This design comes from an exercise in tuning for small area and a short achievable clock period on the open sky130 flow, not from production work. Only simulation tests tie the RTL to the original design; equivalence was not proved.

## run a
==> flow/design.v <==
`timescale 1ns/1ps
module fifo_ptr_sync #(
    parameter int PTR_W = 7
) (
    input  logic             clk,
    input  logic             rst_n,
    input  logic [PTR_W-1:0] ptr_in,
    output logic [PTR_W-1:0] ptr_out
);
    logic [PTR_W-1:0] meta;
    always_ff @(posedge clk or negedge rst_n) begin
        if (!rst_n) begin
            meta    <= '0;
            ptr_out <= '0;
        end else begin
            meta    <= ptr_in;
            ptr_out <= meta;
        end
    end
endmodule
`timescale 1ns/1ps
module fifo_dual_port_ram #(
    parameter int DATA_W = 32,
    parameter int ADDR_W = 6
) (
    input  logic              clk,
    input  logic              wen,
    input  logic [ADDR_W-1:0] waddr,
    input  logic [DATA_W-1:0] wdata,
    input  logic [(1<<ADDR_W)-1:0] rsel,
    output logic [DATA_W-1:0] rdata
);
    localparam int DEPTH = 1 << ADDR_W;
    logic [DEPTH-1:0][DATA_W-1:0] store;
    logic [DEPTH-1:0]             wsel;
    always_comb begin
        for (int i = 0; i < DEPTH; i++) begin
            wsel[i] = wen && (waddr == ADDR_W'(i));
        end
    end
    for (genvar i = 0; i < DEPTH; i++) begin : g_word
        always_ff @(posedge clk) begin
            if (wsel[i]) begin
                store[i] <= wdata;
            end
        end
    end
    always_comb begin
        rdata = '0;
        for (int i = 0; i < DEPTH; i++) begin
            rdata = rdata | (store[i] & {DATA_W{rsel[i]}});
        end
    end
endmodule
`timescale 1ns/1ps
module fifo_write_ctrl #(
    parameter int ADDR_W = 6
) (
    input  logic              clk,
    input  logic              rst_n,
    input  logic              winc,
    input  logic [ADDR_W:0]   rptr_d2,
    output logic              wfull,
    output logic [ADDR_W:0]   wptr,
    output logic              mem_en,
    output logic [ADDR_W-1:0] mem_addr
);
    localparam int PTR_W = ADDR_W + 1;
    logic             wr_accept;
    logic [PTR_W-1:0] wptr_inc;
    logic [PTR_W-1:0] full_match;
    logic             full_if_hold;
    logic             full_if_inc;
    assign wr_accept = winc & ~wfull;
    assign wptr_inc     = wptr + 1'b1;
    assign full_match   = {~rptr_d2[PTR_W-1], rptr_d2[PTR_W-2:0]};
    assign full_if_hold = (wptr == full_match);
    assign full_if_inc  = (wptr_inc == full_match);
    always_ff @(posedge clk or negedge rst_n) begin
        if (!rst_n) begin
            wptr  <= '0;
            wfull <= 1'b0;
        end else begin
            wptr  <= wr_accept ? wptr_inc : wptr;
            wfull <= wr_accept ? full_if_inc : full_if_hold;
        end
    end
    assign mem_en   = wr_accept;
    assign mem_addr = wptr[ADDR_W-1:0];
endmodule
`timescale 1ns/1ps
module fifo_read_ctrl #(
    parameter int DATA_W = 32,
    parameter int ADDR_W = 6
) (
    input  logic              clk,
    input  logic              rst_n,
    input  logic              rinc,
    input  logic [ADDR_W:0]   wptr_d2,
    output logic [DATA_W-1:0] rdata,
    output logic              rempty,
    output logic [ADDR_W:0]   rptr,
    output logic [(1<<ADDR_W)-1:0] mem_sel,
    input  logic [DATA_W-1:0] mem_data
);
    localparam int PTR_W = ADDR_W + 1;
    logic             rd_accept;
    logic [PTR_W-1:0] rptr_inc;
    logic             empty_if_hold;
    logic             empty_if_inc;
    assign rd_accept = rinc & ~rempty;
    assign rptr_inc      = rptr + 1'b1;
    assign empty_if_hold = (rptr == wptr_d2);
    assign empty_if_inc  = (rptr_inc == wptr_d2);
    always_ff @(posedge clk or negedge rst_n) begin
        if (!rst_n) begin
            mem_sel <= (1<<ADDR_W)'(1);
        end else if (rd_accept) begin
            mem_sel <= {mem_sel[(1<<ADDR_W)-2:0], mem_sel[(1<<ADDR_W)-1]};
        end
    end
    always_ff @(posedge clk or negedge rst_n) begin
        if (!rst_n) begin
            rptr   <= '0;
            rempty <= 1'b1;
        end else begin
            rptr   <= rd_accept ? rptr_inc : rptr;
            rempty <= rd_accept ? empty_if_inc : empty_if_hold;
        end
    end
    always_ff @(posedge clk or negedge rst_n) begin
        if (!rst_n) begin
            rdata <= '0;
        end else if (rd_accept) begin
            rdata <= mem_data;
        end
    end
endmodule
`timescale 1ns/1ps
module async_fifo #(
    parameter int DATA_W = 32,
    parameter int ADDR_W = 6
) (
    input  logic              clk,
    input  logic              rst_n,
    input  logic              winc,
    input  logic [DATA_W-1:0] wdata,
    output logic              wfull,
    input  logic              rinc,
    output logic [DATA_W-1:0] rdata,
    output logic              rempty
);
    localparam int PTR_W = ADDR_W + 1;
    logic [PTR_W-1:0]  wptr, wptr_d2;
    logic [PTR_W-1:0]  rptr, rptr_d2;
    logic              wr_en;
    logic [ADDR_W-1:0] wr_addr;
    logic [(1<<ADDR_W)-1:0] rd_sel;
    logic [DATA_W-1:0] rd_data;
    fifo_write_ctrl #(.ADDR_W(ADDR_W)) u_write_ctrl (
        .clk      (clk),
        .rst_n    (rst_n),
        .winc     (winc),
        .rptr_d2  (rptr_d2),
        .wfull    (wfull),
        .wptr     (wptr),
        .mem_en   (wr_en),
        .mem_addr (wr_addr)
    );
    fifo_ptr_sync #(.PTR_W(PTR_W)) u_wptr_sync (
        .clk     (clk),
        .rst_n   (rst_n),
        .ptr_in  (wptr),
        .ptr_out (wptr_d2)
    );
    fifo_ptr_sync #(.PTR_W(PTR_W)) u_rptr_sync (
        .clk     (clk),
        .rst_n   (rst_n),
        .ptr_in  (rptr),
        .ptr_out (rptr_d2)
    );
    fifo_dual_port_ram #(
        .DATA_W (DATA_W),
        .ADDR_W (ADDR_W)
    ) u_ram (
        .clk   (clk),
        .wen   (wr_en),
        .waddr (wr_addr),
        .wdata (wdata),
        .rsel  (rd_sel),
        .rdata (rd_data)
    );
    fifo_read_ctrl #(
        .DATA_W (DATA_W),
        .ADDR_W (ADDR_W)
    ) u_read_ctrl (
        .clk      (clk),
        .rst_n    (rst_n),
        .rinc     (rinc),
        .wptr_d2  (wptr_d2),
        .rdata    (rdata),
        .rempty   (rempty),
        .rptr     (rptr),
        .mem_sel  (rd_sel),
        .mem_data (rd_data)
    );
endmodule
`timescale 1ns/1ps
module fifo_top (
    input  logic        clk,
    input  logic        rst_n,
    input  logic        winc,
    input  logic [31:0] wdata,
    output logic        wfull,
    input  logic        rinc,
    output logic [31:0] rdata,
    output logic        rempty
);
    async_fifo #(
        .DATA_W (32),
        .ADDR_W (6)
    ) u_fifo (
        .clk    (clk),
        .rst_n  (rst_n),
        .winc   (winc),
        .wdata  (wdata),
        .wfull  (wfull),
        .rinc   (rinc),
        .rdata  (rdata),
        .rempty (rempty)
    );
endmodule
export LEC_CHECK = 0
export CAP_MARGIN = 20
export CORE_MARGIN = 2
export CORE_UTILIZATION = 45
export CTS_CLUSTER_DIAMETER = 80
export CTS_CLUSTER_SIZE = 20
export SETUP_SLACK_MARGIN = 2.3
export SLEW_MARGIN = 20
create_clock -name core_clock -period 4.5 [get_ports {clk}]
standard.sh (not shown) runs the stock make flow with config.mk's settings and CLKGATE_MAP_FILE= SYNTH_SCRIPT=/design/flow/synth_recipe.tcl, a recipe that flattens the netlist after the stock synthesis.
==> flow/flow/run.sh <==
#!/bin/bash
# The standard layout, with the data pins placed in fixed pairs (wdata[b] next to
# rdata[b], eight bits per die edge) so each bit's storage slice sits by its own pins.
# The control pins are left to the pin placer. Every tool's output goes to flow.log here;
# ORFS also keeps its per-step logs under orfs/logs.
set -euo pipefail
cd "$(dirname "${BASH_SOURCE[0]}")/.."
bash standard.sh IO_CONSTRAINTS="$PWD/flow/io.tcl" finish > flow.log 2>&1
==> flow/flow/io.tcl <==
# data pins only: each bit's write and read pins side by side, 8 bits per edge;
# the control pins are left to the pin placer
set block [ord::get_db_block]
set die [$block getDieArea]
set W [expr {[$die xMax] / 1000.0}]
set H [expr {[$die yMax] / 1000.0}]
set bit 0
for {set e 0} {$e < 4} {incr e} {
  set slots {}
  for {set k 0} {$k < 8} {incr k} { lappend slots "wdata\[$bit\]" "rdata\[$bit\]"; incr bit }
  set n [llength $slots]
  for {set i 0} {$i < $n} {incr i} {
    # pairs spread evenly along the edge, the two pins of a pair 3 um apart
    set pair [expr {$i / 2}]
    set f [expr {($pair + 0.5) / 8.0}]
    set off [expr {($i % 2) * 3.0}]
    set p [lindex $slots $i]
    switch $e {
      0 { place_pin -pin_name $p -layer met2 -location [list [expr {$f * $W + $off}] 0] -pin_size {0.14 0.485} -force_to_die_boundary }
      1 { place_pin -pin_name $p -layer met3 -location [list $W [expr {$f * $H + $off}]] -pin_size {0.8 0.3} -force_to_die_boundary }
      2 { place_pin -pin_name $p -layer met2 -location [list [expr {(1 - $f) * $W - $off}] $H] -pin_size {0.14 0.485} -force_to_die_boundary }
      3 { place_pin -pin_name $p -layer met3 -location [list 0 [expr {(1 - $f) * $H - $off}]] -pin_size {0.8 0.3} -force_to_die_boundary }
    }
  }
}
Modified inputs, run b compared to run a
==> flow/design.v, changed modules only <==
module fifo_dual_port_ram #(
    parameter int DATA_W = 32,
    parameter int ADDR_W = 6
) (
    input  logic              clk,
    input  logic              wen,
    input  logic [ADDR_W-1:0] waddr,
    input  logic [DATA_W-1:0] wdata,
    input  logic [(1<<ADDR_W)-1:0] rsel,
    input  logic                   ren,
    output logic [DATA_W-1:0] rdata
);
    localparam int DEPTH = 1 << ADDR_W;
    logic [DEPTH-1:0][DATA_W-1:0] store;
    logic [DEPTH-1:0]             wsel;
    always_comb begin
        for (int i = 0; i < DEPTH; i++) begin
            wsel[i] = wen && (waddr == ADDR_W'(i));
        end
    end
    for (genvar i = 0; i < DEPTH; i++) begin : g_word
        always_ff @(posedge clk) begin
            if (wsel[i]) begin
                store[i] <= wdata;
            end
        end
    end
    always_comb begin
        rdata = '0;
        for (int i = 0; i < DEPTH; i++) begin
            rdata = rdata | (store[i] & {DATA_W{rsel[i] & ren}});
        end
    end
endmodule
module fifo_read_ctrl #(
    parameter int DATA_W = 32,
    parameter int ADDR_W = 6
) (
    input  logic              clk,
    input  logic              rst_n,
    input  logic              rinc,
    input  logic [ADDR_W:0]   wptr_d2,
    output logic [DATA_W-1:0] rdata,
    output logic              rempty,
    output logic [ADDR_W:0]   rptr,
    output logic [(1<<ADDR_W)-1:0] mem_sel,
    output logic                   mem_ren,
    input  logic [DATA_W-1:0] mem_data
);
    localparam int PTR_W = ADDR_W + 1;
    logic             rd_accept;
    logic [PTR_W-1:0] rptr_inc;
    logic             empty_if_hold;
    logic             empty_if_inc;
    assign rd_accept = rinc & ~rempty;
    assign mem_ren   = rd_accept;
    assign rptr_inc      = rptr + 1'b1;
    assign empty_if_hold = (rptr == wptr_d2);
    assign empty_if_inc  = (rptr_inc == wptr_d2);
    always_ff @(posedge clk or negedge rst_n) begin
        if (!rst_n) begin
            mem_sel <= (1<<ADDR_W)'(1);
        end else if (rd_accept) begin
            mem_sel <= {mem_sel[(1<<ADDR_W)-2:0], mem_sel[(1<<ADDR_W)-1]};
        end
    end
    always_ff @(posedge clk or negedge rst_n) begin
        if (!rst_n) begin
            rptr   <= '0;
            rempty <= 1'b1;
        end else begin
            rptr   <= rd_accept ? rptr_inc : rptr;
            rempty <= rd_accept ? empty_if_inc : empty_if_hold;
        end
    end
    always_ff @(posedge clk or negedge rst_n) begin
        if (!rst_n) begin
            rdata <= '0;
        end else begin
            rdata <= mem_data | (rdata & {DATA_W{~rd_accept}});
        end
    end
endmodule
module async_fifo #(
    parameter int DATA_W = 32,
    parameter int ADDR_W = 6
) (
    input  logic              clk,
    input  logic              rst_n,
    input  logic              winc,
    input  logic [DATA_W-1:0] wdata,
    output logic              wfull,
    input  logic              rinc,
    output logic [DATA_W-1:0] rdata,
    output logic              rempty
);
    localparam int PTR_W = ADDR_W + 1;
    logic [PTR_W-1:0]  wptr, wptr_d2;
    logic [PTR_W-1:0]  rptr, rptr_d2;
    logic              wr_en;
    logic [ADDR_W-1:0] wr_addr;
    logic [(1<<ADDR_W)-1:0] rd_sel;
    logic                   rd_en;
    logic [DATA_W-1:0] rd_data;
    fifo_write_ctrl #(.ADDR_W(ADDR_W)) u_write_ctrl (
        .clk      (clk),
        .rst_n    (rst_n),
        .winc     (winc),
        .rptr_d2  (rptr_d2),
        .wfull    (wfull),
        .wptr     (wptr),
        .mem_en   (wr_en),
        .mem_addr (wr_addr)
    );
    fifo_ptr_sync #(.PTR_W(PTR_W)) u_wptr_sync (
        .clk     (clk),
        .rst_n   (rst_n),
        .ptr_in  (wptr),
        .ptr_out (wptr_d2)
    );
    fifo_ptr_sync #(.PTR_W(PTR_W)) u_rptr_sync (
        .clk     (clk),
        .rst_n   (rst_n),
        .ptr_in  (rptr),
        .ptr_out (rptr_d2)
    );
    fifo_dual_port_ram #(
        .DATA_W (DATA_W),
        .ADDR_W (ADDR_W)
    ) u_ram (
        .clk   (clk),
        .wen   (wr_en),
        .waddr (wr_addr),
        .wdata (wdata),
        .rsel  (rd_sel),
        .ren   (rd_en),
        .rdata (rd_data)
    );
    fifo_read_ctrl #(
        .DATA_W (DATA_W),
        .ADDR_W (ADDR_W)
    ) u_read_ctrl (
        .clk      (clk),
        .rst_n    (rst_n),
        .rinc     (rinc),
        .wptr_d2  (wptr_d2),
        .rdata    (rdata),
        .rempty   (rempty),
        .rptr     (rptr),
        .mem_sel  (rd_sel),
        .mem_ren  (rd_en),
        .mem_data (rd_data)
    );
endmodule
### Flow results
Net count of the finished layout: run b vs run a down 2.5%
Run b vs run a: fmax up
Share of layout cells above drive strength 1, run a and run b, lower one = run b.
Between run a and run b, the difference in I/O pin count is negligible.
Comparing run b with run a, the relative area of clock buffers and inverters in the final design came out essentially unchanged.
Run b: core utilization is 0.47 points lower than what run a reported.
Run b vs run a: count of filler cells inserted in the layout down
STATUS setup slack on the worst flop-to-flop path: run b wins against run a
Run a -> run b: latest clock arrival within the worst-skew pair flat
Area added between synthesis and finish delta for run b relative to run a: 1.2 points lower
Compared run b against run a; synthesized-area fraction occupied by xor and xnor cells within noise.
Re hold slack: run a and run b aren't equal, and the lower value belongs to run a.

[afterwards: timing with drivers on the ports]
The results above use ideal ports. As a check the final layouts listed here were re-extracted and re-timed, cells and wires unchanged.
Step 1 sets driving cells, clkbuf_16 on the clock port and buf_2 on the other inputs (assumed; they add their load-dependent delay and slew).
Step 2 times the ports against the registers' clock, not the clock port: input delays grow and output delays shrink by t, the midpoint of the rising clock arrivals with the driver on.
Slacks: ideal / step 1 / step 2; pairs: ideal / step 1.
| run | t (ns) | setup slack, ns | worst register clock-pin slew, ns | worst data-port slew with drivers (ns) |
|---|---|---|---|---|
| run a | 0.901 | 2.089 / 2.014 / 1.529 | 0.09 / 0.09 | 0.05 |
| run b | 0.883 | 2.128 / 2.048 / 1.654 | 0.09 / 0.09 | 0.10 |
After both steps every run listed still meets setup and hold. For run a, which loses most, drivers alone change the setup slack by -0.075 ns; drivers and shift together by -0.560 ns.
